Context: an optimization exercise on an open-source flow, tuned for small area and a short achievable clock period. The choices shown serve that exercise and are no tape-out recipe.
RTL that was checked went through simulation tests only; none was proved equivalent to the original.
Only the layout flow was run in run 1; the RTL was not checked for function there.
Power is estimated from default activity; no workload was simulated.

==> design/flow/design.v <==
`default_nettype none
package bnn_pkg;
	localparam int WORD_WIDTH = 32;
	localparam int VEC_WORDS = 128 / WORD_WIDTH;
	localparam int COUNT_WIDTH = $clog2(128) + 1;
	localparam int ADDR_WIDTH = $clog2(8);
	typedef logic [VEC_WORDS-1:0][WORD_WIDTH-1:0] vec_t;
	typedef logic [COUNT_WIDTH-1:0] count_t;
	typedef logic [16-1:0] acc_t;
	typedef logic [ADDR_WIDTH-1:0] entry_addr_t;
	typedef enum logic [1:0] {
		SEL_ACT = 2'd0,
		SEL_WGT = 2'd1,
		SEL_THR = 2'd2
	} store_sel_t;
endpackage
`default_nettype wire
`default_nettype none
module neuron_param_store (
	input  wire                      clk,
	input  wire                      wr_en,
	input  bnn_pkg::store_sel_t      wr_sel,
	input  bnn_pkg::entry_addr_t     wr_addr,
	input  bnn_pkg::vec_t            wr_data,
	input  bnn_pkg::entry_addr_t     addr,
	output bnn_pkg::acc_t            thr_q,
	output logic [8-1:0]  vec_wr_q,
	output logic [128-1:0] rd_act,
	output logic [128-1:0] rd_wgt
);
	localparam int E = 8;
	localparam int W = 128;
	bnn_pkg::acc_t thr_mem [E];
	logic [W-1:0] act_sel [E];
	logic [W-1:0] wgt_sel [E];
	for (genvar e = 0; e < E; e++) begin : g_entry
		logic [W-1:0]  act;
		logic [W-1:0]  wgt;
		logic          we_act;
		logic          we_wgt;
		logic          we_thr;
		assign we_act = wr_en && wr_addr == e && wr_sel == bnn_pkg::SEL_ACT;
		assign we_wgt = wr_en && wr_addr == e && wr_sel == bnn_pkg::SEL_WGT;
		assign we_thr = wr_en && wr_addr == e && wr_sel == bnn_pkg::SEL_THR;
		always_ff @(posedge clk) begin
			if (we_act) begin
				act <= wr_data;
			end
			if (we_wgt) begin
				wgt <= wr_data;
			end
			if (we_thr) begin
				thr_mem[e] <= wr_data[0][16-1:0];
			end
		end
		assign act_sel[e] = vec_wr_q[e] ? act : '0;
		assign wgt_sel[e] = vec_wr_q[e] ? wgt : '0;
	end
	always_comb begin
		rd_act = '0;
		rd_wgt = '0;
		for (int e = 0; e < E; e++) begin
			rd_act = rd_act | act_sel[e];
			rd_wgt = rd_wgt | wgt_sel[e];
		end
	end
	always_ff @(posedge clk) begin
		vec_wr_q <= '0;
		if (wr_en && !wr_sel[1]) begin
			vec_wr_q[wr_addr] <= 1'b1;
		end
		thr_q <= thr_mem[addr];
	end
endmodule
`default_nettype wire
`default_nettype none
module xnor_popcount_tree (
	input  wire                      clk,
	input  wire [127:0]            act,
	input  wire [127:0]            wgt,
	output logic [7:0]        row0,
	output logic [7:0]        row1,
	output logic [7:0]        row2
);
	logic [127:0] x;
	assign x = act ~^ wgt;
	logic [57:0] p1_d, p1_q;
	logic [10:0] p2_d, p2_q;
	logic s1, c2, s3, c4, s5, c6, s7, c8, s9, c10, s11, c12, s13, c14, s15, c16, s17, c18, s19, c20, s21, c22, s23, c24, s25, c26, s27, c28, s29, c30, s31, c32, s33, c34, s35, c36, s37, c38, s39, c40, s41, c42, s43, c44, s45, c46, s47, c48, s49, c50, s51, c52, s53, c54, s55, c56, s57, c58, s59, c60, s61, c62, s63, c64, s65, c66, s67, c68, s69, c70, s71, c72, s73, c74, s75, c76, s77, c78, s79, c80, s81, c82, s83, c84, s85, c86, s87, c88, s89, c90, s91, c92, s93, c94, s95, c96, s97, c98, s99, c100, s101, c102, s103, c104, s105, c106, s107, c108, s109, c110, s111, c112, s113, c114, s115, c116, s117, c118, s119, c120, s121, c122, s123, c124, s125, c126, s127, c128, s129, c130, s131, c132, s133, c134, s135, c136, s137, c138, s139, c140, s141, c142, s143, c144, s145, c146, s147, c148, s149, c150, s151, c152, s153, c154, s155, c156, s157, c158, s159, c160, s161, c162, s163, c164, s165, c166, s167, c168, s169, c170, s171, c172, s173, c174, s175, c176, s177, c178, s179, c180, s181, c182, s183, c184, s185, c186, s187, c188, s189, c190, s191, c192, s193, c194, s195, c196, s197, c198, s199, c200, s201, c202, s203, c204, s205, c206, s207, c208, s209, c210, s211, c212, s213, c214, s215, c216, s217, c218, s219, c220, s221, c222, s223, c224, s225, c226, s227, c228, s229, c230, s231, c232, s233, c234;
	assign s1 = x[0] ^ x[1] ^ x[2];
	assign c2 = (x[0] & x[1]) | (x[0] & x[2]) | (x[1] & x[2]);
	assign s3 = x[3] ^ x[4] ^ x[5];
	assign c4 = (x[3] & x[4]) | (x[3] & x[5]) | (x[4] & x[5]);
	assign s5 = x[6] ^ x[7] ^ x[8];
	assign c6 = (x[6] & x[7]) | (x[6] & x[8]) | (x[7] & x[8]);
	assign s7 = x[9] ^ x[10] ^ x[11];
	assign c8 = (x[9] & x[10]) | (x[9] & x[11]) | (x[10] & x[11]);
	assign s9 = x[12] ^ x[13] ^ x[14];
	assign c10 = (x[12] & x[13]) | (x[12] & x[14]) | (x[13] & x[14]);
	assign s11 = x[15] ^ x[16] ^ x[17];
	assign c12 = (x[15] & x[16]) | (x[15] & x[17]) | (x[16] & x[17]);
	assign s13 = x[18] ^ x[19] ^ x[20];
	assign c14 = (x[18] & x[19]) | (x[18] & x[20]) | (x[19] & x[20]);
	assign s15 = x[21] ^ x[22] ^ x[23];
	assign c16 = (x[21] & x[22]) | (x[21] & x[23]) | (x[22] & x[23]);
	assign s17 = x[24] ^ x[25] ^ x[26];
	assign c18 = (x[24] & x[25]) | (x[24] & x[26]) | (x[25] & x[26]);
	assign s19 = x[27] ^ x[28] ^ x[29];
	assign c20 = (x[27] & x[28]) | (x[27] & x[29]) | (x[28] & x[29]);
	assign s21 = x[30] ^ x[31] ^ x[32];
	assign c22 = (x[30] & x[31]) | (x[30] & x[32]) | (x[31] & x[32]);
	assign s23 = x[33] ^ x[34] ^ x[35];
	assign c24 = (x[33] & x[34]) | (x[33] & x[35]) | (x[34] & x[35]);
	assign s25 = x[36] ^ x[37] ^ x[38];
	assign c26 = (x[36] & x[37]) | (x[36] & x[38]) | (x[37] & x[38]);
	assign s27 = x[39] ^ x[40] ^ x[41];
	assign c28 = (x[39] & x[40]) | (x[39] & x[41]) | (x[40] & x[41]);
	assign s29 = x[42] ^ x[43] ^ x[44];
	assign c30 = (x[42] & x[43]) | (x[42] & x[44]) | (x[43] & x[44]);
	assign s31 = x[45] ^ x[46] ^ x[47];
	assign c32 = (x[45] & x[46]) | (x[45] & x[47]) | (x[46] & x[47]);
	assign s33 = x[48] ^ x[49] ^ x[50];
	assign c34 = (x[48] & x[49]) | (x[48] & x[50]) | (x[49] & x[50]);
	assign s35 = x[51] ^ x[52] ^ x[53];
	assign c36 = (x[51] & x[52]) | (x[51] & x[53]) | (x[52] & x[53]);
	assign s37 = x[54] ^ x[55] ^ x[56];
	assign c38 = (x[54] & x[55]) | (x[54] & x[56]) | (x[55] & x[56]);
	assign s39 = x[57] ^ x[58] ^ x[59];
	assign c40 = (x[57] & x[58]) | (x[57] & x[59]) | (x[58] & x[59]);
	assign s41 = x[60] ^ x[61] ^ x[62];
	assign c42 = (x[60] & x[61]) | (x[60] & x[62]) | (x[61] & x[62]);
	assign s43 = x[63] ^ x[64] ^ x[65];
	assign c44 = (x[63] & x[64]) | (x[63] & x[65]) | (x[64] & x[65]);
	assign s45 = x[66] ^ x[67] ^ x[68];
	assign c46 = (x[66] & x[67]) | (x[66] & x[68]) | (x[67] & x[68]);
	assign s47 = x[69] ^ x[70] ^ x[71];
	assign c48 = (x[69] & x[70]) | (x[69] & x[71]) | (x[70] & x[71]);
	assign s49 = x[72] ^ x[73] ^ x[74];
	assign c50 = (x[72] & x[73]) | (x[72] & x[74]) | (x[73] & x[74]);
	assign s51 = x[75] ^ x[76] ^ x[77];
	assign c52 = (x[75] & x[76]) | (x[75] & x[77]) | (x[76] & x[77]);
	assign s53 = x[78] ^ x[79] ^ x[80];
	assign c54 = (x[78] & x[79]) | (x[78] & x[80]) | (x[79] & x[80]);
	assign s55 = x[81] ^ x[82] ^ x[83];
	assign c56 = (x[81] & x[82]) | (x[81] & x[83]) | (x[82] & x[83]);
	assign s57 = x[84] ^ x[85] ^ x[86];
	assign c58 = (x[84] & x[85]) | (x[84] & x[86]) | (x[85] & x[86]);
	assign s59 = x[87] ^ x[88] ^ x[89];
	assign c60 = (x[87] & x[88]) | (x[87] & x[89]) | (x[88] & x[89]);
	assign s61 = x[90] ^ x[91] ^ x[92];
	assign c62 = (x[90] & x[91]) | (x[90] & x[92]) | (x[91] & x[92]);
	assign s63 = x[93] ^ x[94] ^ x[95];
	assign c64 = (x[93] & x[94]) | (x[93] & x[95]) | (x[94] & x[95]);
	assign s65 = x[96] ^ x[97] ^ x[98];
	assign c66 = (x[96] & x[97]) | (x[96] & x[98]) | (x[97] & x[98]);
	assign s67 = x[99] ^ x[100] ^ x[101];
	assign c68 = (x[99] & x[100]) | (x[99] & x[101]) | (x[100] & x[101]);
	assign s69 = x[102] ^ x[103] ^ x[104];
	assign c70 = (x[102] & x[103]) | (x[102] & x[104]) | (x[103] & x[104]);
	assign s71 = x[105] ^ x[106] ^ x[107];
	assign c72 = (x[105] & x[106]) | (x[105] & x[107]) | (x[106] & x[107]);
	assign s73 = x[108] ^ x[109] ^ x[110];
	assign c74 = (x[108] & x[109]) | (x[108] & x[110]) | (x[109] & x[110]);
	assign s75 = x[111] ^ x[112] ^ x[113];
	assign c76 = (x[111] & x[112]) | (x[111] & x[113]) | (x[112] & x[113]);
	assign s77 = x[114] ^ x[115] ^ x[116];
	assign c78 = (x[114] & x[115]) | (x[114] & x[116]) | (x[115] & x[116]);
	assign s79 = x[117] ^ x[118] ^ x[119];
	assign c80 = (x[117] & x[118]) | (x[117] & x[119]) | (x[118] & x[119]);
	assign s81 = x[120] ^ x[121] ^ x[122];
	assign c82 = (x[120] & x[121]) | (x[120] & x[122]) | (x[121] & x[122]);
	assign s83 = x[123] ^ x[124] ^ x[125];
	assign c84 = (x[123] & x[124]) | (x[123] & x[125]) | (x[124] & x[125]);
	assign s85 = s1 ^ s3 ^ s5;
	assign c86 = (s1 & s3) | (s1 & s5) | (s3 & s5);
	assign s87 = s7 ^ s9 ^ s11;
	assign c88 = (s7 & s9) | (s7 & s11) | (s9 & s11);
	assign s89 = s13 ^ s15 ^ s17;
	assign c90 = (s13 & s15) | (s13 & s17) | (s15 & s17);
	assign s91 = s19 ^ s21 ^ s23;
	assign c92 = (s19 & s21) | (s19 & s23) | (s21 & s23);
	assign s93 = s25 ^ s27 ^ s29;
	assign c94 = (s25 & s27) | (s25 & s29) | (s27 & s29);
	assign s95 = s31 ^ s33 ^ s35;
	assign c96 = (s31 & s33) | (s31 & s35) | (s33 & s35);
	assign s97 = s37 ^ s39 ^ s41;
	assign c98 = (s37 & s39) | (s37 & s41) | (s39 & s41);
	assign s99 = s43 ^ s45 ^ s47;
	assign c100 = (s43 & s45) | (s43 & s47) | (s45 & s47);
	assign s101 = s49 ^ s51 ^ s53;
	assign c102 = (s49 & s51) | (s49 & s53) | (s51 & s53);
	assign s103 = s55 ^ s57 ^ s59;
	assign c104 = (s55 & s57) | (s55 & s59) | (s57 & s59);
	assign s105 = s61 ^ s63 ^ s65;
	assign c106 = (s61 & s63) | (s61 & s65) | (s63 & s65);
	assign s107 = s67 ^ s69 ^ s71;
	assign c108 = (s67 & s69) | (s67 & s71) | (s69 & s71);
	assign s109 = s73 ^ s75 ^ s77;
	assign c110 = (s73 & s75) | (s73 & s77) | (s75 & s77);
	assign s111 = s79 ^ s81 ^ s83;
	assign c112 = (s79 & s81) | (s79 & s83) | (s81 & s83);
	assign s113 = c2 ^ c4 ^ c6;
	assign c114 = (c2 & c4) | (c2 & c6) | (c4 & c6);
	assign s115 = c8 ^ c10 ^ c12;
	assign c116 = (c8 & c10) | (c8 & c12) | (c10 & c12);
	assign s117 = c14 ^ c16 ^ c18;
	assign c118 = (c14 & c16) | (c14 & c18) | (c16 & c18);
	assign s119 = c20 ^ c22 ^ c24;
	assign c120 = (c20 & c22) | (c20 & c24) | (c22 & c24);
	assign s121 = c26 ^ c28 ^ c30;
	assign c122 = (c26 & c28) | (c26 & c30) | (c28 & c30);
	assign s123 = c32 ^ c34 ^ c36;
	assign c124 = (c32 & c34) | (c32 & c36) | (c34 & c36);
	assign s125 = c38 ^ c40 ^ c42;
	assign c126 = (c38 & c40) | (c38 & c42) | (c40 & c42);
	assign s127 = c44 ^ c46 ^ c48;
	assign c128 = (c44 & c46) | (c44 & c48) | (c46 & c48);
	assign s129 = c50 ^ c52 ^ c54;
	assign c130 = (c50 & c52) | (c50 & c54) | (c52 & c54);
	assign s131 = c56 ^ c58 ^ c60;
	assign c132 = (c56 & c58) | (c56 & c60) | (c58 & c60);
	assign s133 = c62 ^ c64 ^ c66;
	assign c134 = (c62 & c64) | (c62 & c66) | (c64 & c66);
	assign s135 = c68 ^ c70 ^ c72;
	assign c136 = (c68 & c70) | (c68 & c72) | (c70 & c72);
	assign s137 = c74 ^ c76 ^ c78;
	assign c138 = (c74 & c76) | (c74 & c78) | (c76 & c78);
	assign s139 = c80 ^ c82 ^ c84;
	assign c140 = (c80 & c82) | (c80 & c84) | (c82 & c84);
	assign s141 = p1_q[0] ^ p1_q[1] ^ p1_q[2];
	assign c142 = (p1_q[0] & p1_q[1]) | (p1_q[0] & p1_q[2]) | (p1_q[1] & p1_q[2]);
	assign s143 = p1_q[3] ^ p1_q[4] ^ p1_q[5];
	assign c144 = (p1_q[3] & p1_q[4]) | (p1_q[3] & p1_q[5]) | (p1_q[4] & p1_q[5]);
	assign s145 = p1_q[6] ^ p1_q[7] ^ p1_q[8];
	assign c146 = (p1_q[6] & p1_q[7]) | (p1_q[6] & p1_q[8]) | (p1_q[7] & p1_q[8]);
	assign s147 = p1_q[9] ^ p1_q[10] ^ p1_q[11];
	assign c148 = (p1_q[9] & p1_q[10]) | (p1_q[9] & p1_q[11]) | (p1_q[10] & p1_q[11]);
	assign s149 = p1_q[12] ^ p1_q[13] ^ p1_q[14];
	assign c150 = (p1_q[12] & p1_q[13]) | (p1_q[12] & p1_q[14]) | (p1_q[13] & p1_q[14]);
	assign s151 = p1_q[16] ^ p1_q[17] ^ p1_q[18];
	assign c152 = (p1_q[16] & p1_q[17]) | (p1_q[16] & p1_q[18]) | (p1_q[17] & p1_q[18]);
	assign s153 = p1_q[19] ^ p1_q[20] ^ p1_q[21];
	assign c154 = (p1_q[19] & p1_q[20]) | (p1_q[19] & p1_q[21]) | (p1_q[20] & p1_q[21]);
	assign s155 = p1_q[22] ^ p1_q[23] ^ p1_q[24];
	assign c156 = (p1_q[22] & p1_q[23]) | (p1_q[22] & p1_q[24]) | (p1_q[23] & p1_q[24]);
	assign s157 = p1_q[25] ^ p1_q[26] ^ p1_q[27];
	assign c158 = (p1_q[25] & p1_q[26]) | (p1_q[25] & p1_q[27]) | (p1_q[26] & p1_q[27]);
	assign s159 = p1_q[28] ^ p1_q[29] ^ p1_q[30];
	assign c160 = (p1_q[28] & p1_q[29]) | (p1_q[28] & p1_q[30]) | (p1_q[29] & p1_q[30]);
	assign s161 = p1_q[31] ^ p1_q[32] ^ p1_q[33];
	assign c162 = (p1_q[31] & p1_q[32]) | (p1_q[31] & p1_q[33]) | (p1_q[32] & p1_q[33]);
	assign s163 = p1_q[34] ^ p1_q[35] ^ p1_q[36];
	assign c164 = (p1_q[34] & p1_q[35]) | (p1_q[34] & p1_q[36]) | (p1_q[35] & p1_q[36]);
	assign s165 = p1_q[37] ^ p1_q[38] ^ p1_q[39];
	assign c166 = (p1_q[37] & p1_q[38]) | (p1_q[37] & p1_q[39]) | (p1_q[38] & p1_q[39]);
	assign s167 = p1_q[40] ^ p1_q[41] ^ p1_q[42];
	assign c168 = (p1_q[40] & p1_q[41]) | (p1_q[40] & p1_q[42]) | (p1_q[41] & p1_q[42]);
	assign s169 = p1_q[44] ^ p1_q[45] ^ p1_q[46];
	assign c170 = (p1_q[44] & p1_q[45]) | (p1_q[44] & p1_q[46]) | (p1_q[45] & p1_q[46]);
	assign s171 = p1_q[47] ^ p1_q[48] ^ p1_q[49];
	assign c172 = (p1_q[47] & p1_q[48]) | (p1_q[47] & p1_q[49]) | (p1_q[48] & p1_q[49]);
	assign s173 = p1_q[50] ^ p1_q[51] ^ p1_q[52];
	assign c174 = (p1_q[50] & p1_q[51]) | (p1_q[50] & p1_q[52]) | (p1_q[51] & p1_q[52]);
	assign s175 = p1_q[53] ^ p1_q[54] ^ p1_q[55];
	assign c176 = (p1_q[53] & p1_q[54]) | (p1_q[53] & p1_q[55]) | (p1_q[54] & p1_q[55]);
	assign s177 = s141 ^ s143 ^ s145;
	assign c178 = (s141 & s143) | (s141 & s145) | (s143 & s145);
	assign s179 = s147 ^ s149 ^ p1_q[15];
	assign c180 = (s147 & s149) | (s147 & p1_q[15]) | (s149 & p1_q[15]);
	assign s181 = c142 ^ c144 ^ c146;
	assign c182 = (c142 & c144) | (c142 & c146) | (c144 & c146);
	assign s183 = c148 ^ c150 ^ s151;
	assign c184 = (c148 & c150) | (c148 & s151) | (c150 & s151);
	assign s185 = s153 ^ s155 ^ s157;
	assign c186 = (s153 & s155) | (s153 & s157) | (s155 & s157);
	assign s187 = s159 ^ s161 ^ s163;
	assign c188 = (s159 & s161) | (s159 & s163) | (s161 & s163);
	assign s189 = s165 ^ s167 ^ p1_q[43];
	assign c190 = (s165 & s167) | (s165 & p1_q[43]) | (s167 & p1_q[43]);
	assign s191 = c152 ^ c154 ^ c156;
	assign c192 = (c152 & c154) | (c152 & c156) | (c154 & c156);
	assign s193 = c158 ^ c160 ^ c162;
	assign c194 = (c158 & c160) | (c158 & c162) | (c160 & c162);
	assign s195 = c164 ^ c166 ^ c168;
	assign c196 = (c164 & c166) | (c164 & c168) | (c166 & c168);
	assign s197 = s169 ^ s171 ^ s173;
	assign c198 = (s169 & s171) | (s169 & s173) | (s171 & s173);
	assign s199 = s175 ^ p1_q[56] ^ p1_q[57];
	assign c200 = (s175 & p1_q[56]) | (s175 & p1_q[57]) | (p1_q[56] & p1_q[57]);
	assign s201 = c170 ^ c172 ^ c174;
	assign c202 = (c170 & c172) | (c170 & c174) | (c172 & c174);
	assign s203 = c178 ^ c180 ^ s181;
	assign c204 = (c178 & c180) | (c178 & s181) | (c180 & s181);
	assign s205 = s183 ^ s185 ^ s187;
	assign c206 = (s183 & s185) | (s183 & s187) | (s185 & s187);
	assign s207 = c182 ^ c184 ^ c186;
	assign c208 = (c182 & c184) | (c182 & c186) | (c184 & c186);
	assign s209 = c188 ^ c190 ^ s191;
	assign c210 = (c188 & c190) | (c188 & s191) | (c190 & s191);
	assign s211 = s193 ^ s195 ^ s197;
	assign c212 = (s193 & s195) | (s193 & s197) | (s195 & s197);
	assign s213 = c192 ^ c194 ^ c196;
	assign c214 = (c192 & c194) | (c192 & c196) | (c194 & c196);
	assign s215 = c198 ^ c200 ^ s201;
	assign c216 = (c198 & c200) | (c198 & s201) | (c200 & s201);
	assign s217 = s203 ^ s205 ^ s189;
	assign c218 = (s203 & s205) | (s203 & s189) | (s205 & s189);
	assign s219 = c204 ^ c206 ^ s207;
	assign c220 = (c204 & c206) | (c204 & s207) | (c206 & s207);
	assign s221 = s209 ^ s211 ^ s199;
	assign c222 = (s209 & s211) | (s209 & s199) | (s211 & s199);
	assign s223 = c208 ^ c210 ^ c212;
	assign c224 = (c208 & c210) | (c208 & c212) | (c210 & c212);
	assign s225 = s213 ^ s215 ^ c176;
	assign c226 = (s213 & s215) | (s213 & c176) | (s215 & c176);
	assign s227 = c214 ^ c216 ^ c202;
	assign c228 = (c214 & c216) | (c214 & c202) | (c216 & c202);
	assign s229 = c218 ^ s219 ^ s221;
	assign c230 = (c218 & s219) | (c218 & s221) | (s219 & s221);
	assign s231 = c220 ^ c222 ^ s223;
	assign c232 = (c220 & c222) | (c220 & s223) | (c222 & s223);
	assign s233 = c224 ^ c226 ^ s227;
	assign c234 = (c224 & c226) | (c224 & s227) | (c226 & s227);
	assign p1_d[0] = s85;
	assign p1_d[1] = s87;
	assign p1_d[2] = s89;
	assign p1_d[3] = s91;
	assign p1_d[4] = s93;
	assign p1_d[5] = s95;
	assign p1_d[6] = s97;
	assign p1_d[7] = s99;
	assign p1_d[8] = s101;
	assign p1_d[9] = s103;
	assign p1_d[10] = s105;
	assign p1_d[11] = s107;
	assign p1_d[12] = s109;
	assign p1_d[13] = s111;
	assign p1_d[14] = x[126];
	assign p1_d[15] = x[127];
	assign p1_d[16] = c86;
	assign p1_d[17] = c88;
	assign p1_d[18] = c90;
	assign p1_d[19] = c92;
	assign p1_d[20] = c94;
	assign p1_d[21] = c96;
	assign p1_d[22] = c98;
	assign p1_d[23] = c100;
	assign p1_d[24] = c102;
	assign p1_d[25] = c104;
	assign p1_d[26] = c106;
	assign p1_d[27] = c108;
	assign p1_d[28] = c110;
	assign p1_d[29] = c112;
	assign p1_d[30] = s113;
	assign p1_d[31] = s115;
	assign p1_d[32] = s117;
	assign p1_d[33] = s119;
	assign p1_d[34] = s121;
	assign p1_d[35] = s123;
	assign p1_d[36] = s125;
	assign p1_d[37] = s127;
	assign p1_d[38] = s129;
	assign p1_d[39] = s131;
	assign p1_d[40] = s133;
	assign p1_d[41] = s135;
	assign p1_d[42] = s137;
	assign p1_d[43] = s139;
	assign p1_d[44] = c114;
	assign p1_d[45] = c116;
	assign p1_d[46] = c118;
	assign p1_d[47] = c120;
	assign p1_d[48] = c122;
	assign p1_d[49] = c124;
	assign p1_d[50] = c126;
	assign p1_d[51] = c128;
	assign p1_d[52] = c130;
	assign p1_d[53] = c132;
	assign p1_d[54] = c134;
	assign p1_d[55] = c136;
	assign p1_d[56] = c138;
	assign p1_d[57] = c140;
	assign p2_d[0] = s177;
	assign p2_d[1] = s179;
	assign p2_d[2] = s217;
	assign p2_d[3] = s229;
	assign p2_d[4] = c230;
	assign p2_d[5] = s231;
	assign p2_d[6] = s225;
	assign p2_d[7] = c232;
	assign p2_d[8] = s233;
	assign p2_d[9] = c234;
	assign p2_d[10] = c228;
	always_ff @(posedge clk) begin
		p1_q <= p1_d;
		p2_q <= p2_d;
	end
	assign row0 = {1'b0, 1'b0, p2_q[9], p2_q[7], p2_q[4], p2_q[3], p2_q[2], p2_q[0]};
	assign row1 = {1'b0, 1'b0, p2_q[10], p2_q[8], p2_q[5], 1'b0, 1'b0, p2_q[1]};
	assign row2 = {1'b0, 1'b0, 1'b0, 1'b0, p2_q[6], 1'b0, 1'b0, 1'b0};
endmodule
`default_nettype wire
`default_nettype none
module threshold_accumulator (
	input  wire                      clk,
	input  wire                      rstn,
	input  wire [7:0]                row0,
	input  wire [7:0]                row1,
	input  wire [7:0]                row2,
	input  wire [8-1:0]   wr_oh2,
	input  wire [8-1:0]   wr_oh1,
	input  wire                      sample,
	input  bnn_pkg::entry_addr_t     addr,
	input  bnn_pkg::acc_t            thr,
	input  wire                      acc_clear,
	output bnn_pkg::acc_t            pre_activation,
	output logic                     fire
);
	localparam int E = 8;
	logic [7:0] cnt_mem [E];
	logic [7:0] cnt_sum;
	logic [7:0] cnt_last;
	assign cnt_sum = row0 + row1 + row2;
	always_ff @(posedge clk) begin
		for (int e = 0; e < E; e++) begin
			if (wr_oh2[e]) begin
				cnt_mem[e] <= cnt_sum;
			end
		end
		cnt_last <= cnt_sum;
	end
	logic                  smp_v0;
	bnn_pkg::entry_addr_t  smp_addr0;
	logic                  smp_v1;
	logic [7:0]            cnt_rd;
	logic                  hit_row;
	logic                  hit_last;
	bnn_pkg::acc_t         thr1;
	always_ff @(posedge clk) begin
		smp_v0    <= sample && !rstn;
		smp_addr0 <= addr;
		smp_v1    <= smp_v0 && !rstn;
		cnt_rd    <= cnt_mem[smp_addr0];
		hit_row   <= wr_oh1[smp_addr0];
		hit_last  <= wr_oh2[smp_addr0];
		thr1      <= thr;
	end
	logic [7:0] cnt_add;
	bnn_pkg::acc_t acc_next;
	assign cnt_add = hit_row ? cnt_sum : (hit_last ? cnt_last : cnt_rd);
	assign acc_next = pre_activation + bnn_pkg::acc_t'(cnt_add);
	logic [7:0] pre_lo;
	logic [7:0] pre_hi;
	logic [7:0] pre_hi_inc;
	logic [7:0] thr_lo;
	logic [7:0] thr_hi;
	logic [9:0] lo_bound0;
	logic [9:0] lo_bound1;
	logic [9:0] cnt_ext;
	logic       carry_lo;
	logic       lo_gt0;
	logic       lo_gt1;
	logic       fire_next;
	assign pre_lo     = pre_activation[7:0];
	assign pre_hi     = pre_activation[15:8];
	assign pre_hi_inc = pre_hi + 8'd1;
	assign thr_lo     = thr1[7:0];
	assign thr_hi     = thr1[15:8];
	assign lo_bound0  = 10'd256 + {2'b00, thr_lo} - {2'b00, pre_lo};
	assign lo_bound1  = lo_bound0 + 10'd256;
	assign cnt_ext    = 10'd256 + {2'b00, cnt_add};
	assign carry_lo   = cnt_add > ~pre_lo;
	assign lo_gt0     = cnt_ext > lo_bound0;
	assign lo_gt1     = cnt_ext > lo_bound1;
	assign fire_next = carry_lo ?
		(pre_hi_inc > thr_hi || (pre_hi_inc == thr_hi && lo_gt1)) :
		(pre_hi > thr_hi || (pre_hi == thr_hi && lo_gt0));
	always_ff @(posedge clk) begin
		if (rstn || acc_clear) begin
			pre_activation <= '0;
			fire <= 1'b0;
		end else if (smp_v1) begin
			pre_activation <= acc_next;
			fire <= fire_next;
		end
	end
endmodule
`default_nettype wire
`default_nettype none
module bnn_neuron_top (
	input  wire                      clk,
	input  wire                      rstn,
	input  wire                      wr_en,
	input  bnn_pkg::store_sel_t      wr_sel,
	input  bnn_pkg::entry_addr_t     wr_addr,
	input  bnn_pkg::vec_t            wr_data,
	input  wire                      sample,
	input  bnn_pkg::entry_addr_t     addr,
	input  wire                      acc_clear,
	output bnn_pkg::acc_t            pre_activation,
	output logic                     fire
);
	logic [8-1:0]   wr_oh0;
	logic [8-1:0]   wr_oh1;
	logic [8-1:0]   wr_oh2;
	logic [128-1:0] rd_act;
	logic [128-1:0] rd_wgt;
	bnn_pkg::acc_t             thr_q;
	logic [7:0]                row0;
	logic [7:0]                row1;
	logic [7:0]                row2;
	neuron_param_store i_param_store (
		.clk      (clk),
		.wr_en    (wr_en),
		.wr_sel   (wr_sel),
		.wr_addr  (wr_addr),
		.wr_data  (wr_data),
		.addr     (addr),
		.thr_q    (thr_q),
		.vec_wr_q (wr_oh0),
		.rd_act   (rd_act),
		.rd_wgt   (rd_wgt)
	);
	xnor_popcount_tree i_popcount_tree (
		.clk  (clk),
		.act  (rd_act),
		.wgt  (rd_wgt),
		.row0 (row0),
		.row1 (row1),
		.row2 (row2)
	);
	always_ff @(posedge clk) begin
		wr_oh1 <= wr_oh0;
		wr_oh2 <= wr_oh1;
	end
	threshold_accumulator i_accumulator (
		.clk            (clk),
		.rstn           (rstn),
		.row0           (row0),
		.row1           (row1),
		.row2           (row2),
		.wr_oh2         (wr_oh2),
		.wr_oh1         (wr_oh1),
		.sample         (sample),
		.addr           (addr),
		.thr            (thr_q),
		.acc_clear      (acc_clear),
		.pre_activation (pre_activation),
		.fire           (fire)
	);
endmodule
`default_nettype wire
==> design/flow/run.sh <==
#!/bin/bash
# synth_recipe.tcl (not shown) runs the flow's synth.tcl, then flattens the netlist and writes it again
# the make line also repeats each setting of config.mk as NAME=value (left out here)
make -C /OpenROAD-flow-scripts/flow DESIGN_CONFIG=/design/flow/config.mk WORK_HOME=/design/flow/orfs CLKGATE_MAP_FILE= SYNTH_SCRIPT=/design/flow/synth_recipe.tcl finish
==> design/flow/config.mk <==
export PLATFORM = sky130hd
export DESIGN_NAME = bnn_neuron_top
export DESIGN_NICKNAME = bnn_neuron_top
export VERILOG_FILES = /design/flow/design.v
export SDC_FILE = /design/flow/constraint.sdc
export NUM_CORES = 4
export LEC_CHECK = 0
export ABC_CLOCK_PERIOD_IN_PS = 3000
export CAP_MARGIN = 20
export CORE_MARGIN = 2
export CORE_UTILIZATION = 40
export SETUP_SLACK_MARGIN = 5.0
export SLEW_MARGIN = 20
export TNS_END_PERCENT = 100
==> design/flow/constraint.sdc <==
create_clock -name core_clock -period 8.0 [get_ports {clk}]
set_input_delay 1.6000 -clock core_clock [delete_from_list [all_inputs] [get_ports {clk}]]
set_output_delay 1.6000 -clock core_clock [all_outputs]
set_load 0.01 [all_outputs]
==> results list, run 1 <==
- Result of the run: timing/DRC/antenna clean
* Rows: 172
- Combinational share of power: 14.2%
- Port-buffer cells: 157
- Across the run, the number of max-cap violations was 0.
* CTS tree: yes
* Number of global-route vias before repair: 47600
* Path category of the worst min-delay check: flop to flop
* Iteration-0 DRC Markers: 6016
* Synth-to-Final Area Change: 18.3%
- Crit path launch type: flop
* H-Tree Depth: 4
- Clock root buffer: sky130_fd_sc_hd__clkbuf_16
* Post-Route Skew: 68.7 ps
- The die is 475 um wide.
- Hold buffer count at cts: 0
* Design Area, Final: 105000 sq um
- Final worst-path cycle share: 41.4%
* Number of search-and-repair iterations in the first detailed-routing pass: 6
* Time the final worst path needs with I/O delays and setup: 3310 ps
* Average via count per standard cell: 5.82
- The setup path with the least slack is of type flop to flop.
- Critical path endpoint category: flop
- In this run the cell area measured after placement is 94200 sq um.
- For this run, the number of Yosys warnings is 8.
- Sum of routed wire length over all layers: 248 mm
- Antenna Nets Post-Route: 0
- Unrepaired setup endpoints after global routing: true
- Switching part of the total: 25.1%
- WHS Endpoint: i_accumulator.thr1[12]
* Count of flip-flops with a built-in enable after synthesis: 2240
- Count of unique library cells instantiated by Yosys: 63
- Largest fanout on the critical path: 5
* Antenna violations before repair: 39
- Setup slack on the worst reg-to-reg path comes out at 4690 ps.
* Sum Neg Setup Slack: 0 ps
- Total number of nets in the final design: 5489
- STA puts the critical path data required time at 8760 ps.
- Summing every instance area after synthesis gives 88600 sq um.
- Clock-pin slew reported for the worst setup and hold paths after clock tree synthesis: 60 ps
- Peak Freq: 302 MHz
* Effective utilization at floorplan: 40.3%
* Core outline area: 220000 sq um
- For the pin with the worst max-slew slack, the measured transition is 1120 ps.
- Counting flops and latches in the post-synthesis netlist gives 2405.
- In this run, flip-flops and latches consume 49.5% of the power.
- Gr ovfl total: 0
- The startpoint identified for the worst hold timing path is i_param_store.thr_q[12].
* Synth Net Count: 5132
- All-Layer GR Usage: 21.3%
* Die height: 475 um
* Lkg Pwr: 32.8 nW
* Final hold violation count: 0
- For this run, design rule violations remaining after detail routing come to 0.
- Total number of vias: 48500
* Remaining max-slew budget at the tightest pin: 25.1%
* Prevailing post-synth register cell: sky130_fd_sc_hd__edfxtp_1
* Detailed Place HPWL: 118 mm
- Sequential area share after synthesis: 79.6%
- Capture instance of the worst register-to-register path: i_accumulator.pre_activation[13]
- For this run, asynchronously set or reset flops after synthesis account for 0%.
- Register-to-Register Path Depth: 16
- Layout cell share with drive strength beyond 1: 14.8%
* Origin of the critical flop-to-flop path: i_popcount_tree.p2_q[5]
- Clock group share of total power: 36.4%
* Clock net sink count: 2405
- The floorplan step defined a die boundary enclosing 225000 sq um.
- The longest clock path from root to sink contains 3 buffers.
- IR analysis of the VDD net gives a maximum drop of 0.00142 V.
- Average cell area after synthesis: 18.4 sq um
* Arrival time worst endpoint: 4080 ps
- Psw: 7.30 mW
- Counting the buffers created by CTS gives 225.
- Synthesized instance count: 4816
* Internal power contribution: 21.8 mW
- The congestion estimate from routability-driven global placement came to 0.798.
* Overall power after layout: 29.1 mW
* Worst skew pair latency: 870 ps
* Maximum number of pins on one net before global-route repair: 90
- Global-route wire length before repair: 347 mm
- Final-report setup violation count: 0
* Boundary pin count: 158
- Worst hold stages: 0
- Max-slew violation total from the final report: 0
- Dividing the detail-routed wire length by the instance count gives 29.7 um.
- For this design the ratio of total power to cell area is 278 nW/um^2.
==> worst max-delay path, stage by stage (launching register included) <==
cell,delay (ps)
sky130_fd_sc_hd__dfxtp_2,330
sky130_fd_sc_hd__ha_4,250
sky130_fd_sc_hd__buf_12,120
sky130_fd_sc_hd__a31oi_4,210
sky130_fd_sc_hd__nor2b_1,70
sky130_fd_sc_hd__o21ai_1,170
sky130_fd_sc_hd__nand2b_1,170
sky130_fd_sc_hd__xnor2_4,200
sky130_fd_sc_hd__a21o_4,230
sky130_fd_sc_hd__ha_4,280
sky130_fd_sc_hd__buf_6,100
sky130_fd_sc_hd__inv_4,30
sky130_fd_sc_hd__nor2_4,90
sky130_fd_sc_hd__o32a_1,210
sky130_fd_sc_hd__a41oi_2,190
sky130_fd_sc_hd__or3_4,450
sky130_fd_sc_hd__a21oi_2,130
==> power groups by stage <==
stage / Sequential (mW) / Combinational [mW] / Clock (mW)
after floorplan: 14.6 / 1.67 / 0
after global placement: 14.7 / 3.35 / 0
after detailed placement: 14.7 / 3.42 / 0
after CTS: 14.4 / 3.94 / 10.7
after global routing: 14.4 / 4.44 / 11.2
final: 14.4 / 4.13 / 10.6
==> how the worst max path moves through the flow <==
stage | start | endpoint | slack (ps) | depth (start not counted)
3_3_place_gp | wr_sel[1] | i_param_store.g_entry[4].wgt[78] | 3220 | 5
3_5_place_dp | wr_sel[1] | i_param_store.g_entry[4].wgt[78] | 3240 | 5
4_1_cts | i_popcount_tree.p2_q[4] | i_accumulator.fire | 4810 | 15
2_1_floorplan | wr_addr[0] | i_param_store.g_entry[0].act[0] | 3650 | 5
5_1_grt | i_popcount_tree.p2_q[5] | i_accumulator.pre_activation[13] | 4550 | 16
6_report | i_popcount_tree.p2_q[5] | i_accumulator.pre_activation[13] | 4690 | 16
==> sequential cells by signal (all words and copies together) (netlist names), 11 cells and up <==
name / cells
i_popcount_tree.p2_q: 11
i_accumulator.thr1: 16
i_param_store.thr_q: 16
i_param_store.thr_mem: 128
i_popcount_tree.p1_q: 58
i_accumulator.pre_activation: 16
i_accumulator.cnt_mem: 64
i_param_store.g_entry.wgt: 1024
i_param_store.g_entry.act: 1024
==> layout make-up <==
type / instances / area (sq um)
inverter: 129 / 502
tap: 2958 / 3700
sequential: 2405 / 70700
antenna: 4 / 10.0
timing repair inverter: 3 / 15.0
clock buffer: 304 / 6050
clock inverter: 118 / 1300
multi-input combinational: 2025 / 17500
timing repair buffer: 384 / 5010
fill: 18300 / 115000
==> metal layers <==
metal | routed length (um) | GRT usage (%) | vias up | share of wire, %
met5 | 240 | 0 | - | 0.097
met2 | 117000 | 34.1 | 2085 | 47
met4 | 6220 | 5.63 | 42 | 2.5
met1 | 103000 | 30.0 | 25600 | 42
li1 | - | - | 20400 | -
met3 | 21100 | 3.99 | 371 | 8.5
==> cells by family (layout without fill, tap and decap cells) <==
group / Yosys count / in the layout / synth area share (%)
fa+ha+maj: 175 / 175 / 3.48
buf+inv: 386 / 938 / 1.65
flops: 2405 / 2405 / 79.6
simple gates: 441 / 441 / 2.79
other cells: 0 / 4 / 0
mux: 62 / 62 / 1.03
xor+xnor: 153 / 153 / 1.51
compound gates: 1194 / 1194 / 9.90
==> timing repair <==
item                                     CTS  global route
resized for setup                        288            73
pin swaps                                 63            38
endpoints found under the setup margin  1987          1103
buffers inserted                         106            20
gates cloned                              19            10
==> cell usage after synthesis, drive strengths merged, types with 7 or more instances <==
| library cell | instances | area, sq um |
|---|---|---|
| mux2 | 14 | 158 |
| clkbuf | 219 | 822 |
| a22oi | 1028 | 7720 |
| nor2b | 11 | 68.8 |
| nand2 | 51 | 191 |
| ha | 56 | 701 |
| nand3 | 9 | 50.1 |
| nor3 | 10 | 50.1 |
| fa | 119 | 2380 |
| dfxtp | 165 | 3300 |
| xor2 | 53 | 464 |
| a31oi | 9 | 56.3 |
| mux2i | 26 | 260 |
| nand4 | 264 | 1650 |
| a21oi | 35 | 175 |
| buf | 38 | 156 |
| o21a | 7 | 52.6 |
| inv | 129 | 484 |
| o211ai | 7 | 52.6 |
| o21ai | 52 | 264 |
| xnor2 | 100 | 876 |
| mux4 | 22 | 495 |
| nor2 | 67 | 251 |
| edfxtp | 2240 | 67300 |
| a221oi | 9 | 78.8 |
==> per-stage QoR <==
stage / cells / worst slack, ps / utilization [%] / hold WS (ps)
detailed placement: 7749 / 3240 / 42.8 / 312
finish: 8330 / 4690 / 47.7 / 327
floorplan: 4816 / 3650 / - / 310
global route: 8327 / 4550 / 47.6 / 329
CTS: 8296 / 4810 / 47.3 / 326
global placement: 7748 / 3220 / 42.8 / 314
==> cells in the final DEF (no fill, tap or decap), types with 43 or more instances in the layout <==
cell / netlist / final
sky130_fd_sc_hd__a22oi_1: 1028 / 1026
sky130_fd_sc_hd__buf_12: 0 / 43
sky130_fd_sc_hd__buf_4: 0 / 105
sky130_fd_sc_hd__clkbuf_1: 219 / 68
sky130_fd_sc_hd__clkbuf_16: 0 / 235
sky130_fd_sc_hd__clkdlybuf4s50_1: 0 / 132
sky130_fd_sc_hd__dfxtp_1: 165 / 131
sky130_fd_sc_hd__edfxtp_1: 2240 / 2240
sky130_fd_sc_hd__fa_1: 119 / 101
sky130_fd_sc_hd__inv_1: 129 / 109
sky130_fd_sc_hd__nand2_1: 51 / 45
sky130_fd_sc_hd__nand4_1: 264 / 264
sky130_fd_sc_hd__nor2_1: 67 / 47
sky130_fd_sc_hd__xnor2_1: 100 / 59
sky130_fd_sc_hd__xor2_1: 53 / 49
==> run 2, diff against run 1 <==
--- a/design/flow/design.v
+++ b/design/flow/design.v
@@ -444,43 +444,22 @@
 		hit_last  <= wr_oh2[smp_addr0];
 		thr1      <= thr;
 	end
-	logic [7:0] cnt_add;
+	logic [7:0] op0;
+	logic [7:0] op1;
+	logic [7:0] op2;
 	bnn_pkg::acc_t acc_next;
-	assign cnt_add = hit_row ? cnt_sum : (hit_last ? cnt_last : cnt_rd);
-	assign acc_next = pre_activation + bnn_pkg::acc_t'(cnt_add);
-	logic [7:0] pre_lo;
-	logic [7:0] pre_hi;
-	logic [7:0] pre_hi_inc;
-	logic [7:0] thr_lo;
-	logic [7:0] thr_hi;
-	logic [9:0] lo_bound0;
-	logic [9:0] lo_bound1;
-	logic [9:0] cnt_ext;
-	logic       carry_lo;
-	logic       lo_gt0;
-	logic       lo_gt1;
-	logic       fire_next;
-	assign pre_lo     = pre_activation[7:0];
-	assign pre_hi     = pre_activation[15:8];
-	assign pre_hi_inc = pre_hi + 8'd1;
-	assign thr_lo     = thr1[7:0];
-	assign thr_hi     = thr1[15:8];
-	assign lo_bound0  = 10'd256 + {2'b00, thr_lo} - {2'b00, pre_lo};
-	assign lo_bound1  = lo_bound0 + 10'd256;
-	assign cnt_ext    = 10'd256 + {2'b00, cnt_add};
-	assign carry_lo   = cnt_add > ~pre_lo;
-	assign lo_gt0     = cnt_ext > lo_bound0;
-	assign lo_gt1     = cnt_ext > lo_bound1;
-	assign fire_next = carry_lo ?
-		(pre_hi_inc > thr_hi || (pre_hi_inc == thr_hi && lo_gt1)) :
-		(pre_hi > thr_hi || (pre_hi == thr_hi && lo_gt0));
+	assign op0 = hit_row ? row0 : (hit_last ? cnt_last : cnt_rd);
+	assign op1 = hit_row ? row1 : '0;
+	assign op2 = hit_row ? row2 : '0;
+	assign acc_next = pre_activation + bnn_pkg::acc_t'(op0) + bnn_pkg::acc_t'(op1) +
+		bnn_pkg::acc_t'(op2);
 	always_ff @(posedge clk) begin
 		if (rstn || acc_clear) begin
 			pre_activation <= '0;
 			fire <= 1'b0;
 		end else if (smp_v1) begin
 			pre_activation <= acc_next;
-			fire <= fire_next;
+			fire <= acc_next > thr1;
 		end
 	end
 endmodule
==> design/flow/config.mk (replaced) <==
export PLATFORM = sky130hd
export DESIGN_NAME = bnn_neuron_top
export DESIGN_NICKNAME = bnn_neuron_top
export VERILOG_FILES = /design/flow/design.v
export SDC_FILE = /design/flow/constraint.sdc
export NUM_CORES = 4
export LEC_CHECK = 0
export CAP_MARGIN = 20
export CORE_MARGIN = 2
export CORE_UTILIZATION = 40
export SLEW_MARGIN = 20
==> results list, run 2 <==
* Clock-pin slew reported for the worst setup and hold paths after clock tree synthesis: 60 ps
* Register-to-Register Path Depth: 18
- Timing would allow up to 221 MHz.
* Met2 Use GR: 31.6%
- Counting buffers and inverters, the worst setup path is 18 cells deep.
- In this run the standard cell core region covers 220000 sq um.
* Boundary pin count: 158
- Worst-margin pin slew: 1270 ps
- DRC violation count after routing: 0
- In this run the vertical extent of the chip is 475 um.
* Gr ovfl total: 0
- The cell area that synthesis handed to floorplanning was 88600 sq um.
- Among all stages on the critical path, the largest delay is contributed by sky130_fd_sc_hd__dfxtp_1.
- Largest delay contributor family on the critical path: adder cells
- Cells along the critical path: mux2i_1, nor2_1, a21oi_1, fa_1, inv_1, fa_1, ha_1, a211oi_2, o211ai_1, a21o_1, nand3_1, xnor2_1, ha_1, nand4_1, nor3_1, nand4_1, o211ai_1, a21oi_1
* Critical path data required time: 8730 ps
- All-Layer GR Usage: 19.9%
- Largest area contributor in the netlist: sky130_fd_sc_hd__edfxtp_1
- Maximum clock path buffer count: 3
- Post-Route Skew: 101 ps
- Hold buffer count at cts: 0
* Average via count per standard cell: 5.70
- For this run, the post-layout net count is 5365.
- Origin of the critical flop-to-flop path: i_accumulator.hit_last
- IR analysis of the VDD net gives a maximum drop of 0.00131 V.
- Clock latency on the worst-skew pair, taken at its later pin, is 910 ps.
* Remaining max-slew budget at the tightest pin: 15.4%
- Cells fill 46.1% of the core in the end.
- Crit path launch type: flop
- Top Usage Layer GRT: met2
- Layout cell share with drive strength beyond 1: 8.86%
* Antenna Nets Post-Route: 0
- The number of gates resized after CTS was 0.
- Setup violations remaining at the end of the flow were counted as 0.
* Critical path endpoint category: flop
* Die outline width: 475 um
- Max-slew violation total from the final report: 0
- Critical Path Max Stage Delay: 580 ps
* Antenna violations before repair: 35
- Number of global-route vias before repair: 47200
* Avg WL per Cell: 27.5 um
- Pwr dens: 287 nW/um^2
* Area of the multi-input gates: 16500 sq um
* Met1 GRT Util: 27.5%
- The first global-routing pass estimated 328 mm of wire.
* Detailed Place HPWL: 113 mm
* Synth Net Count: 5173
- Lkg Pwr: 32.0 nW
* Crit path kind: flop to flop
* Most common cell in the netlist: sky130_fd_sc_hd__edfxtp_1
- CTS built an H-tree with a depth of 4.
- Instance count after placement with tap cells included: 7777
- Last weighted congestion value of the routability-driven placer: 0.784
- In the synthesized netlist the async set-or-reset flop fraction comes to 0%.
* Maximum number of pins on one net before global-route repair: 129
- After synthesis, the mean cell area works out to 18.2 sq um.
* Portion of synthesized cell area occupied by the leading cell type: 75.9%
- In this run, the number of DRC markers left after iteration 0 of detailed routing was 4637.
- In the synthesized netlist, the cells that appear most often are sky130_fd_sc_hd__edfxtp_1 (2240), sky130_fd_sc_hd__a22oi_1 (1029), sky130_fd_sc_hd__nand4_1 (264), sky130_fd_sc_hd__clkbuf_1 (169), sky130_fd_sc_hd__dfxtp_1 (165).
- For this run, the number of Yosys warnings is 8.
- Relative to the synthesized area, the layout overhead comes to 14.5%.
* Count of flip-flops with a built-in enable after synthesis: 2240
- Count of non-filler cells in the finished layout: 8220
* Final hold violation count: 0
- Time the final worst path needs with I/O delays and setup: 4520 ps
* Synthesized instance count: 4860
- Crit path buf inv count: 1
- Highest-count cells in the layout ignoring fill and taps: sky130_fd_sc_hd__edfxtp_1 (2240), sky130_fd_sc_hd__a22oi_1 (1029), sky130_fd_sc_hd__nand4_1 (264)
* Clock root buffer: sky130_fd_sc_hd__clkbuf_16
- Data arrives at the worst endpoint at 5250 ps.
- Port buffering added 157 buffers.
- Max-cap violations in this run came to 0.
* Sum of routed wire length over all layers: 226 mm
- The flow ran to the end and the layout has no timing, DRC or antenna violations.
* Count of unique library cells instantiated by Yosys: 61
- Effective utilization at floorplan: 40.3%
* Clock net sink count: 2405
* Post-CTS setup buffers: 0
* CTS tree: yes
- In this run, synthesis produced a sequential element count of 2405.
- The most critical setup path has its endpoint at i_accumulator.fire.
* Largest fanout on the critical path: 9
* Area used by sequential logic in the layout: 70600 sq um
* Path category of the worst min-delay check: flop to flop
* Design Area, Final: 101000 sq um
- In the finished design, the share of the clock period the worst path needs comes to 56.5%.
* Crit. Startpoint: i_accumulator.hit_last
- Setup repair after global routing left no endpoint under its margin.
- For this run, the register share of the synthesized area comes to 79.6%.
- The floorplan step defined a die boundary enclosing 225000 sq um.
- Largest registers: i_param_store.g_entry.act (1024), i_param_store.g_entry.wgt (1024), i_param_store.thr_mem (128)
* Prevailing post-synth register cell: sky130_fd_sc_hd__edfxtp_1
- In this run, CTS created clock tree buffers numbering 231.
- The placed instances occupy a cell area of 93800 sq um.
- Global routing used 4.16% of the available met3 tracks.
- Row generation in the floorplan step produced 172 rows.
- Total number of vias: 46900
* Fill cell instance count of the final layout: 18600
* Number of search-and-repair iterations in the first detailed-routing pass: 6
- In the post-synthesis netlist, the biggest area contributors are sky130_fd_sc_hd__edfxtp_1 (76%), sky130_fd_sc_hd__a22oi_1 (8.7%), sky130_fd_sc_hd__dfxtp_1 (3.7%), sky130_fd_sc_hd__fa_1 (2.8%), sky130_fd_sc_hd__nand4_1 (1.9%).
- Setup slack on the worst flop-to-flop path: 3480 ps
* Capture instance of the worst register-to-register path: i_accumulator.fire
- Most common library cell in the layout ignoring fill and taps: sky130_fd_sc_hd__edfxtp_1
- The tightest hold path in the finished design has a slack of 324 ps.
==> run 2: changes by cell type in the layout (fill, tap and decap cells not counted), moves of 22 or more <==
cell,delta
sky130_fd_sc_hd__fa_1,+22
sky130_fd_sc_hd__dfxtp_1,+26
sky130_fd_sc_hd__buf_6,-23
sky130_fd_sc_hd__xor2_1,+43
sky130_fd_sc_hd__inv_1,+55
sky130_fd_sc_hd__buf_16,-31
sky130_fd_sc_hd__buf_4,-68
sky130_fd_sc_hd__xnor2_2,-38
==> run 2: cells by family after synthesis <==
logic type               Yosys count  synth area share, %
buffers and inverters            427                 1.90
flip-flops                      2405                 79.6
AND/OR/NAND/NOR                  470                 2.91
multiplexers                      59                0.838
adder cells (fa/ha/maj)          172                 3.47
XOR/XNOR                         146                 1.44
AO/OA/AOI/OAI                   1181                 9.83
==> run 2: layer usage <==
layer / routed length (um) / vias to the layer above
met5: 127 / -
met4: 6290 / 22
met3: 16800 / 355
met2: 107000 / 1719
met1: 96000 / 24600
li1: - / 20100
==> run 2: stage by stage <==
stage | setup TNS, ps | power [mW] | worst slack, ps
after floorplan | -20600 | 16.3 | -20.4
after global placement | 0 | 18.5 | 3220
after detailed placement | 0 | 18.5 | 3190
after CTS | 0 | 29.3 | 3480
after global routing | 0 | 30.2 | 3130
final | 0 | 29.1 | 3480
==> run 2: where the power goes <==
part	internal [mW]	switching [mW]	total [mW]
Clock	6.11	4.72	10.8
Combinational	1.24	2.60	3.84
Sequential	14.3	0.167	14.4
==> run 2: final cells by class <==
type / count / share of cell area (%)
antenna: 11 / 0.0271
clock buffer: 297 / 6.02
clock inverter: 135 / 1.52
inverter: 165 / 0.610
multi-input combinational: 2028 / 16.3
sequential: 2405 / 69.6
tap: 2958 / 3.65
timing repair buffer: 221 / 2.31
==> run 2: how the worst min path moves through the flow <==
| stage | from | endpoint | depth (start not counted) |
|---|---|---|---|
| floorplan | i_param_store.thr_q[0] | i_accumulator.thr1[0] | 0 |
| global placement | i_param_store.thr_q[10] | i_accumulator.thr1[10] | 0 |
| detailed placement | i_param_store.thr_q[2] | i_accumulator.thr1[2] | 0 |
| CTS | i_param_store.thr_q[13] | i_accumulator.thr1[13] | 0 |
| global route | i_param_store.thr_q[13] | i_accumulator.thr1[13] | 0 |
| finish | i_param_store.thr_q[13] | i_accumulator.thr1[13] | 0 |
==> run 3, diff against run 2 <==
--- a/design/flow/design.v
+++ b/design/flow/design.v
@@ -444,22 +444,72 @@
 		hit_last  <= wr_oh2[smp_addr0];
 		thr1      <= thr;
 	end
-	logic [7:0] op0;
-	logic [7:0] op1;
-	logic [7:0] op2;
+	logic [7:0] cnt_old;
+	assign cnt_old = hit_last ? cnt_last : cnt_rd;
+	bnn_pkg::acc_t sum_q;
+	function automatic logic [16-1:0] add_count(input logic [16-1:0] sum,
+			input logic use_rows, input logic [7:0] r0, input logic [7:0] r1,
+			input logic [7:0] r2, input logic [7:0] c_old);
+		logic [16-1:0] s_old;
+		logic [16-1:0] s_row;
+		s_old = sum + bnn_pkg::acc_t'(c_old);
+		s_row = sum + bnn_pkg::acc_t'(r0) + bnn_pkg::acc_t'(r1) + bnn_pkg::acc_t'(r2);
+		add_count = use_rows ? s_row : s_old;
+	endfunction
 	bnn_pkg::acc_t acc_next;
-	assign op0 = hit_row ? row0 : (hit_last ? cnt_last : cnt_rd);
-	assign op1 = hit_row ? row1 : '0;
-	assign op2 = hit_row ? row2 : '0;
-	assign acc_next = pre_activation + bnn_pkg::acc_t'(op0) + bnn_pkg::acc_t'(op1) +
-		bnn_pkg::acc_t'(op2);
+	bnn_pkg::acc_t pre_next;
+	assign acc_next = add_count(sum_q, hit_row, row0, row1, row2, cnt_old);
+	assign pre_next = add_count(pre_activation, hit_row, row0, row1, row2, cnt_old);
+	logic [7:0] pre_lo;
+	logic [7:0] pre_hi;
+	logic [7:0] pre_hi_inc;
+	logic [7:0] thr_lo;
+	logic [7:0] thr_hi;
+	logic [9:0] lo_bound0;
+	logic [9:0] lo_bound1;
+	logic       gt_hi0;
+	logic       gt_hi1;
+	logic       eq_hi0;
+	logic       eq_hi1;
+	assign pre_lo     = sum_q[7:0];
+	assign pre_hi     = sum_q[15:8];
+	assign pre_hi_inc = pre_hi + 8'd1;
+	assign thr_lo     = thr1[7:0];
+	assign thr_hi     = thr1[15:8];
+	assign lo_bound0  = 10'd256 + {2'b00, thr_lo} - {2'b00, pre_lo};
+	assign lo_bound1  = lo_bound0 + 10'd256;
+	assign gt_hi0     = pre_hi > thr_hi;
+	assign gt_hi1     = pre_hi_inc > thr_hi;
+	assign eq_hi0     = pre_hi == thr_hi;
+	assign eq_hi1     = pre_hi_inc == thr_hi;
+	function automatic logic fire_for(input logic [7:0] c, input logic [7:0] p_lo,
+			input logic [9:0] b0, input logic [9:0] b1, input logic g0, input logic g1,
+			input logic e0, input logic e1);
+		logic [9:0] c_ext;
+		c_ext = 10'd256 + {2'b00, c};
+		if (c > ~p_lo) begin
+			fire_for = g1 || (e1 && c_ext > b1);
+		end else begin
+			fire_for = g0 || (e0 && c_ext > b0);
+		end
+	endfunction
+	logic fire_old;
+	logic fire_row;
+	logic fire_next;
+	assign fire_old  = fire_for(cnt_old, pre_lo, lo_bound0, lo_bound1, gt_hi0, gt_hi1,
+		eq_hi0, eq_hi1);
+	assign fire_row  = fire_for(cnt_sum, pre_lo, lo_bound0, lo_bound1, gt_hi0, gt_hi1,
+		eq_hi0, eq_hi1);
+	assign fire_next = hit_row ? fire_row : fire_old;
 	always_ff @(posedge clk) begin
 		if (rstn || acc_clear) begin
+			sum_q <= '0;
 			pre_activation <= '0;
 			fire <= 1'b0;
 		end else if (smp_v1) begin
-			pre_activation <= acc_next;
-			fire <= acc_next > thr1;
+			sum_q <= acc_next;
+			pre_activation <= pre_next;
+			fire <= fire_next;
 		end
 	end
 endmodule
--- a/design/flow/config.mk
+++ b/design/flow/config.mk
@@ -5,7 +5,12 @@
 export SDC_FILE = /design/flow/constraint.sdc
 export NUM_CORES = 4
 export LEC_CHECK = 0
+export ABC_CLOCK_PERIOD_IN_PS = 3000
 export CAP_MARGIN = 20
 export CORE_MARGIN = 2
 export CORE_UTILIZATION = 40
+export CTS_CLUSTER_DIAMETER = 150
+export CTS_CLUSTER_SIZE = 30
+export SETUP_SLACK_MARGIN = 5.0
 export SLEW_MARGIN = 20
+export TNS_END_PERCENT = 100
==> results list, run 3 <==
- The flow ran to the end and the layout has no timing, DRC or antenna violations.
- The worst setup path is captured at a flop.
- In the synthesized netlist the async set-or-reset flop fraction comes to 0%.
* Launch instance of the worst min-delay path: i_param_store.thr_q[10]
- The worst setup path is launched from a flop.
* Remaining max-slew budget at the tightest pin: 23.9%
* Iteration-0 DRC Markers: 6041
- Overall power after layout: 25.8 mW
- Critical Path Max Stage Delay: 590 ps
* Average via count per standard cell: 5.89
- Routability-driven placement finished with a final weighted congestion of 0.814.
- Levels on crit path: 7
* Sum Neg Setup Slack: 0 ps
- Largest delay contributor family on the critical path: adder cells
- DR top layer: met5
- Minimum setup slack in the final design: 4760 ps
- Final core utilization: 45.4%
* Area of the multi-input gates: 19500 sq um
* Time the final worst path needs with I/O delays and setup: 3240 ps
- Data arrives at the worst endpoint at 3920 ps.
* Most common library cells after synthesis: sky130_fd_sc_hd__edfxtp_1 (2240), sky130_fd_sc_hd__a22oi_1 (1032), sky130_fd_sc_hd__nand4_1 (268), sky130_fd_sc_hd__clkbuf_1 (229), sky130_fd_sc_hd__dfxtp_1 (181)
- Of the total power, the clock network draws 23.1%.
- The synthesized netlist contains 69 unique library cells.
- The number of slew-limit violations in the final report is 0.
- Summed over its instances, the top area cell type makes up 74.0% of the synthesized netlist area.
- Synth Area in Compound Gates: 10.2%
- Setup repair after global routing could not meet its margin everywhere.
- Worst skew pair latency: 790 ps
- Global routing used 21.2% of the available tracks.
* Setup WS pre-CTS: 3230 ps
- Measured against the total synthesized area, the mux share comes to 0.851%.
* Core outline area: 225000 sq um
- Most numerous cell on the critical path: sky130_fd_sc_hd__fa_2
- Based on the critical path, the design can be clocked at up to 309 MHz.
- In the final layout, the registers with the most flip-flops are i_param_store.g_entry.act (1024), i_param_store.g_entry.wgt (1024), i_param_store.thr_mem (128).
* Path category of the worst min-delay check: flop to flop
- Worst-margin pin slew: 1140 ps
- IR analysis of the VDD net gives a maximum drop of 0.000861 V.
- The first detailed-routing pass took 5 iterations.
- The worst register-to-register path has a setup slack of 4760 ps.
* Total number of nets in the final design: 5654
- In this run the static leakage power is 31.5 nW.
- The count of nets left with antenna violations once routing finished came out at 0.
- In this run, synthesis produced a sequential element count of 2421.
* Capture instance of the worst register-to-register path: i_popcount_tree.p2_q[3]
* Count of flip-flops with a built-in enable after synthesis: 2240
* Xor and xnor fraction of the mapped netlist area: 1.61%
- Register-to-Register Path Depth: 7
* Area used by sequential logic in the layout: 71000 sq um
- The initial antenna violation count was 35.
- Layout cell share with drive strength beyond 1: 11.4%
* Fill cell instance count of the final layout: 19000
- DRC violation count after routing: 0
- Crit path buf inv count: 2
- Critical path data required time: 8680 ps
* Most common cell in the netlist: sky130_fd_sc_hd__edfxtp_1
- Count of non-filler cells in the finished layout: 8359
- Largest area contributor in the netlist: sky130_fd_sc_hd__edfxtp_1
- In this run, flip-flops and latches consume 56.3% of the power.
* Sequential area share after synthesis: 78.0%
- By area, the combinational part of the netlist is dominated by compound AO/OA/AOI/OAI gates.
- Origin of the critical flop-to-flop path: i_popcount_tree.p1_q[47]
* Crit path kind: flop to flop
* Gr ovfl total: 0
* Post-Route Skew: 45.7 ps
- Maximum clock path buffer count: 3
- The floorplan has 174 rows.
* Wl on met1: 106 mm
- The final number of hold-violating endpoints came to 0.
- The final critical path takes up 40.4% of the cycle.
- The signal on the critical path passes through fa_2, inv_2, fa_2, fa_2, fa_2, inv_2, fa_2.
* Prevailing post-synth register cell: sky130_fd_sc_hd__edfxtp_1
* Avg WL per Cell: 29.9 um
- Global-route wire length before repair: 356 mm
- Boundary pin count: 158
- Wire segments on met3 add up to 19.6 mm in the final route.
- Crit-path slowest cell: sky130_fd_sc_hd__fa_2
- Counting every instance in the synthesized netlist gives 5090.
- Die outline width: 481 um
- Final-report setup violation count: 0
* Max-cap violations: 0
- Total number of vias: 49200
* Sum of routed wire length over all layers: 250 mm
* Overall die area: 231000 sq um
- After synthesis, the cell types taking the most area are sky130_fd_sc_hd__edfxtp_1 (74%), sky130_fd_sc_hd__a22oi_1 (8.5%), sky130_fd_sc_hd__dfxtp_1 (4.0%), sky130_fd_sc_hd__fa_1 (2.9%), sky130_fd_sc_hd__nand4_1 (1.8%).
* Average cell area after synthesis: 17.9 sq um
* Number of global-route vias before repair: 48200
* Instance count after placement with tap cells included: 8052
- Simple-gate area share of the yosys netlist: 3.19%
* Largest fanout on the critical path: 1
* Number of buffers created by CTS: 90
- Port-buffer cells: 157
- After clock tree synthesis, the clock-pin slew on the worst setup and hold paths is 120 ps.
- In this run the power density over the cells is 252 nW/um^2.
- The tree built by TritonCTS fans out to 2421 sinks.
* Metal2 WL: 120 mm
- Maximum number of pins on one net before global-route repair: 97
- Highest-count cells in the layout ignoring fill and taps: sky130_fd_sc_hd__edfxtp_1 (2240), sky130_fd_sc_hd__a22oi_1 (1031), sky130_fd_sc_hd__nand4_1 (268)
* Number of warning messages in the yosys log: 8
- Once detailed placement completed, the half-perimeter wirelength came to 125 mm.
* Netlist area before placement: 90900 sq um
* Psw: 7.13 mW
- For hold timing, the worst endpoint is i_accumulator.thr1[10].
- Of the total synthesized cell area, the portion taken by full adders, half adders and majority gates is 4.34%.
- Combinational share of power: 20.6%
* Synth Net Count: 5468
- Once the floorplan was initialized, standard cells occupied 40.3% of the core.
* Synth-to-Final Area Change: 12.4%
* Hold buffer count at cts: 0
- TritonCTS built the clock tree.
- Most common library cell in the layout ignoring fill and taps: sky130_fd_sc_hd__edfxtp_1
* Internal power contribution: 18.7 mW
- Worst hold stages: 0
* Die height: 481 um
* H-Tree Depth: 3
- In this run switching power makes up 27.6% of total power.
- Clock root buffer: sky130_fd_sc_hd__clkbuf_16
## run 3: worst max path at each step
| stage | from | to | slack [ps] |
|---|---|---|---|
| finish | i_popcount_tree.p1_q[47] | i_popcount_tree.p2_q[3] | 4760 |
| global route | i_popcount_tree.p1_q[36] | i_popcount_tree.p2_q[3] | 4710 |
| CTS | i_accumulator.sum_q[1] | i_accumulator.fire | 4770 |
| detailed placement | wr_addr[2] | i_param_store.g_entry[1].wgt[22] | 3230 |
| global placement | wr_addr[2] | i_param_store.g_entry[1].wgt[2] | 3230 |
| floorplan | wr_addr[1] | i_param_store.g_entry[0].act[0] | 3640 |
## run 3: logic make-up (layout without fill, tap and decap cells)
kind of cell	count (synthesis)	after routing
other cells	0	13
buf+inv	424	687
compound gates	1264	1264
flops	2421	2421
xor+xnor	167	167
mux	55	55
fa+ha+maj	237	237
simple gates	522	523
## run 3: worst register-to-register path, stage by stage (launching register included)
cell,delay [ps]
sky130_fd_sc_hd__dfxtp_2,340
sky130_fd_sc_hd__fa_2,560
sky130_fd_sc_hd__inv_2,40
sky130_fd_sc_hd__fa_2,560
sky130_fd_sc_hd__fa_2,440
sky130_fd_sc_hd__fa_2,560
sky130_fd_sc_hd__inv_2,40
sky130_fd_sc_hd__fa_2,590
## run 3: layer usage
layer  GRT usage (%)  vias up
li1                -    20900
met1            30.5    26100
met2            34.4     2018
met3            3.28      262
met4            3.97       28
met5               0        -
## run 3: area by class of cell
class                           instances  area share (%)
Sequential cell                      2421            69.5
Multi-Input combinational cell       2246            19.1
Clock inverter                          5          0.0649
Antenna cell                           13          0.0318
Timing Repair Buffer                  358            4.55
Inverter                              159           0.595
Tap cell                             2992            3.66
Clock buffer                          165            2.55
## run 3: what timing repair did
item,in CTS,in global routing
gates cloned,22,1
setup endpoints to repair,2028,248
endpoints found under the hold margin,0,0
buffers inserted,89,12
gates resized for setup,306,88
pin swaps,74,47
## run 3: power by group through the flow
stage,sequential [mW],clock [mW],combinational [mW]
finish,14.5,5.96,5.30
global route,14.6,6.45,5.70
CTS,14.5,6.05,5.04
detailed placement,14.8,0,4.42
global placement,14.8,0,4.35
floorplan,14.7,0,2.16
## run 3: metrics by stage
stage               hold slack (ps)  cell area, sq um
global placement                313             96400
detailed placement              314             96400
floorplan                       310             91200
finish                          340            102000
CTS                             341            102000
global route                    349            102000

[what the ideal ports hide]
No port has a modelled driver above. Below, the same layouts with a new extraction and two added sets of constraints.
Step 1, drivers: a clkbuf_16 drives clk and a buf_2 each remaining input, both assumed.
Step 2 also shifts input and output timing later by t, the mid clock arrival at the registers, as if the neighbouring blocks saw the same clock.
a / b / c = no drivers / after step 1 / after step 2; a / b = the first two.
run | t (ns) | slack for setup (ns) | pins driven straight from the clock port
run 1 | 0.946 | 4.686 / 4.686 / 4.046 | 1
run 2 | 0.941 | 3.477 / 3.477 / 3.161 | 1
run 3 | 0.855 | 4.764 / 4.764 / 4.128 | 1
After both steps setup and hold are still met in every run listed. For run 1, which loses most, drivers alone change the setup slack by 0.000 ns; drivers and shift together by -0.640 ns.
